From an optimization exercise on the open Yosys and OpenROAD flow, aimed at small area, a short achievable clock period and few clock cycles per item; shortcuts taken in it are not production practice. In this exercise RTL edits were held to simulation tests only and were not proved equivalent to the original.

Design scheduled_led_soft_ramp_dimmer_core, start of the top module:
module scheduled_led_soft_ramp_dimmer_core (
  input  logic                clk_i,
  input  logic                rst_ni,
  input  logic                cfg_we_i,
  input  logic [CfgIdxW-1:0]  cfg_idx_i,
  input  logic [CfgDataW-1:0] cfg_wdata_i,
  input  logic                in_valid_i,
  output logic                in_ready_o,
  input  logic [20:0]         in_data_i,
  output logic                out_valid_o,
  input  logic                out_ready_i,
  output logic [65:0]         out_data_o
);
Settings: LEC_CHECK=0, CAP_MARGIN=20, CORE_MARGIN=2, CORE_UTILIZATION=40, SLEW_MARGIN=20; clock period 10.0 ns.
standard.sh (not shown) runs the stock make flow with config.mk's settings and CLKGATE_MAP_FILE= SYNTH_SCRIPT=/design/flow/synth_recipe.tcl, a recipe that flattens the netlist after the stock synthesis.
==> flow/flow/run.sh <==
#!/bin/bash
set -euo pipefail
bash standard.sh finish SETUP_SLACK_MARGIN=6 > make.log 2>&1
Testbench counts at the start, summed over its fixed seeds: cycles 4,579, items 3,822.
Edit:
--- a/flow/design.v
+++ b/flow/design.v
@@ -226,33 +226,33 @@
         sbusy_q <= 1'b0;
         sfin_q  <= 1'b1;
       end
     end else if (sfin_q) begin
       sfin_q   <= 1'b0;
       svalid_q <= 1'b1;
     end else if (!svalid_q) begin
       sbusy_q <= s_ge;
       sfin_q  <= !s_ge;
-      scnt_q  <= '0;
+      scnt_q  <= (step_q[9:6] == 4'd0) ? 4'd4 : 4'd0;
     end
   end
   always_ff @(posedge clk_i) begin
     if (!(wr_div || wr_step)) begin
       if (sbusy_q) begin
         sa_q <= s_ge ? s_xs[9:0] : s_x[9:0];
         sq_q <= {sq_q[8:0], s_ge};
       end else if (sfin_q) begin
         sa_q <= powered_d ? sa_q : ~s_xs[9:0];
         sb_q <= powered_d ? s_xs[9:0] : ~sa_q;
         sq_q <= powered_d ? sq_q : ~sq_q;
       end else if (!svalid_q) begin
         sa_q <= s_ge ? 10'd0 : step_q;
-        sq_q <= s_ge ? step_q : 10'd0;
+        sq_q <= !s_ge ? 10'd0 : (step_q[9:6] == 4'd0) ? {step_q[5:0], 4'd0} : step_q;
       end else if (flip) begin
         sa_q <= ~sb_q;
         sb_q <= ~sa_q;
         sq_q <= ~sq_q;
       end
     end
   end
   logic             run_q, oen_q;
   logic [2:0][9:0]  cur_q, dst_q, app_q;
@@ -458,32 +458,32 @@
       dcnt_q    <= '0;
     end else begin
       t_valid_q <= (t_valid_q & ~kill) | t_ldz | t_ld;
       dtgt_q    <= dtgt_d;
       if (wr_div || dtgt_d == 3'b0) begin
         dbusy_q <= 1'b0;
         dfin_q  <= 1'b0;
       end else if (du_start) begin
         dbusy_q <= 1'b1;
-        dcnt_q  <= '0;
+        dcnt_q  <= du_zero ? 4'd2 : 4'd0;
       end else if (dbusy_q) begin
         dcnt_q <= dcnt_q + 4'd1;
         if (dcnt_q == 4'd10) begin
           dbusy_q <= 1'b0;
           dfin_q  <= 1'b1;
         end
       end
     end
   end
   always_ff @(posedge clk_i) begin
     if (du_start) begin
       dr_q <= '0;
-      dq_q <= {1'b0, dv_sel} + 11'd430;
+      dq_q <= du_zero ? {9'd430, 2'd0} : {1'b0, dv_sel} + 11'd430;
     end else if (dbusy_q) begin
       dr_q <= d_ge ? d_sum[9:0] : d_trial[9:0];
       dq_q <= {dq_q[9:0], d_ge};
     end
   end
   for (genvar i = 0; i < 3; i++) begin : g_trk
     sld_tracker u_trk (
       .clk_i     (clk_i),
       .ld_i      (t_ld[i]),
Count of clock-buffer cells in the layout goes up by 5.
Design area climbs slightly.
Core utilization climbs by 0.79 points.
First-iteration DRC count is higher by roughly a tenth.
Worst setup slack is better by 0.052 ns.
Testbench counts after the change, summed over its fixed seeds: cycles 4,549, items 3,822.

========
== build 21 ==
scheduled_led_soft_ramp_dimmer_core with an RTL version that a note above also has.
Size: ~410 flip-flops, roughly 110 I/O pins, ~30000 um^2 of cells after synthesis.
export LEC_CHECK = 0
export CAP_MARGIN = 20
export CORE_MARGIN = 2
export CORE_UTILIZATION = 40
export SLEW_MARGIN = 20
create_clock -name core_clock -period 10.0 [get_ports {clk_i}]
==> flow/flow/run.sh <==
#!/bin/bash
set -euo pipefail
bash standard.sh finish SETUP_SLACK_MARGIN=6.25 \
  'BUFFER_PORTS_ARGS=-buffer_cell sky130_fd_sc_hd__buf_2' > make.log 2>&1
Testbench counts of build 21, summed over its fixed seeds: cycles 4,549, items 3,822.
Edits applied to the flow inputs when going from build 21 to build 40:
--- a/flow/design.v
+++ b/flow/design.v
@@ -451,35 +451,33 @@
   assign d_p     = dq_q + 11'd10;
   always_ff @(posedge clk_i or negedge rst_ni) begin
     if (!rst_ni) begin
       t_valid_q <= '0;
       dtgt_q    <= '0;
       dbusy_q   <= 1'b0;
       dfin_q    <= 1'b0;
       dcnt_q    <= '0;
     end else begin
       t_valid_q <= (t_valid_q & ~kill) | t_ldz | t_ld;
       dtgt_q    <= dtgt_d;
-      if (wr_div || dtgt_d == 3'b0) begin
+      if (wr_div || dfin_q || (dbusy_q && dtgt_q == 3'b0)) begin
         dbusy_q <= 1'b0;
         dfin_q  <= 1'b0;
       end else if (du_start) begin
         dbusy_q <= 1'b1;
-        dcnt_q  <= du_zero ? 4'd2 : 4'd0;
-      end else if (dbusy_q) begin
-        dcnt_q <= dcnt_q + 4'd1;
-        if (dcnt_q == 4'd10) begin
-          dbusy_q <= 1'b0;
-          dfin_q  <= 1'b1;
-        end
+      end else if (dbusy_q && dcnt_q == 4'd10) begin
+        dbusy_q <= 1'b0;
+        dfin_q  <= 1'b1;
       end
+      if (du_start)     dcnt_q <= du_zero ? 4'd2 : 4'd0;
+      else if (dbusy_q) dcnt_q <= dcnt_q + 4'd1;
     end
   end
   always_ff @(posedge clk_i) begin
     if (du_start) begin
       dr_q <= '0;
       dq_q <= du_zero ? {9'd430, 2'd0} : {1'b0, dv_sel} + 11'd430;
     end else if (dbusy_q) begin
       dr_q <= d_ge ? d_sum[9:0] : d_trial[9:0];
       dq_q <= {dq_q[9:0], d_ge};
     end
   end
Results
The later-pin clock latency in the skew report on build 40 is in line with that on build 21. Taking build 21 as the reference, in build 40 adder and majority cell fraction of the synthesized area -0.20 points; final design utilization dropped 0.54 points. From build 21 to build 40 the numbers moved as follows: layout clock buffer count lost 21%, number of global-route vias before repair picked up an extra 409. Of build 21 and build 40, only build 21 finishes the flow clean. Build 40 ran in full, but the layout does not pass; the checks complain about max-capacitance violations, max-slew violations. Taking build 21 as the reference, in build 40 post-detailed-route via-to-cell ratio did not really move; synthesized cell count rose about 1.6%; minimum setup slack in the final design saw an increase.
Testbench counts of build 40, summed over its fixed seeds: cycles 4,549, items 3,822.

## what the ideal ports hide
The results above use ideal ports. As a check the final layouts listed here were re-extracted and re-timed, cells and wires unchanged.
Step 1 (the two cells are an assumption about what drives the block):
set clk [get_ports {clk_i}]
set_driving_cell -lib_cell sky130_fd_sc_hd__clkbuf_16 $clk
set_driving_cell -lib_cell sky130_fd_sc_hd__buf_2 [delete_from_list [all_inputs] $clk]
Step 2 adds t to the input delays and takes it off the output delays; t is the mean of the earliest and latest rising clock arrival at the registers after step 1. Input paths then give back, and output paths get back, about the clock's delay inside the block.
a / b / c = no drivers / after step 1 / after step 2; a / b = the first two.
run	shift t [ns]	setup WS [ns]	worst setup path after step 2
the first run of note 1	0.671	6.013 / 5.956 / 5.432	input to register
the second run of note 1	0.671	6.065 / 6.065 / 5.440	input to register
build 21	0.697	6.210 / 6.210 / 5.648	input to register
build 40	0.675	6.215 / 6.215 / 5.647	input to register
For the second run of note 1, which loses most, drivers alone change the setup slack by 0.000 ns; drivers and shift together by -0.625 ns.
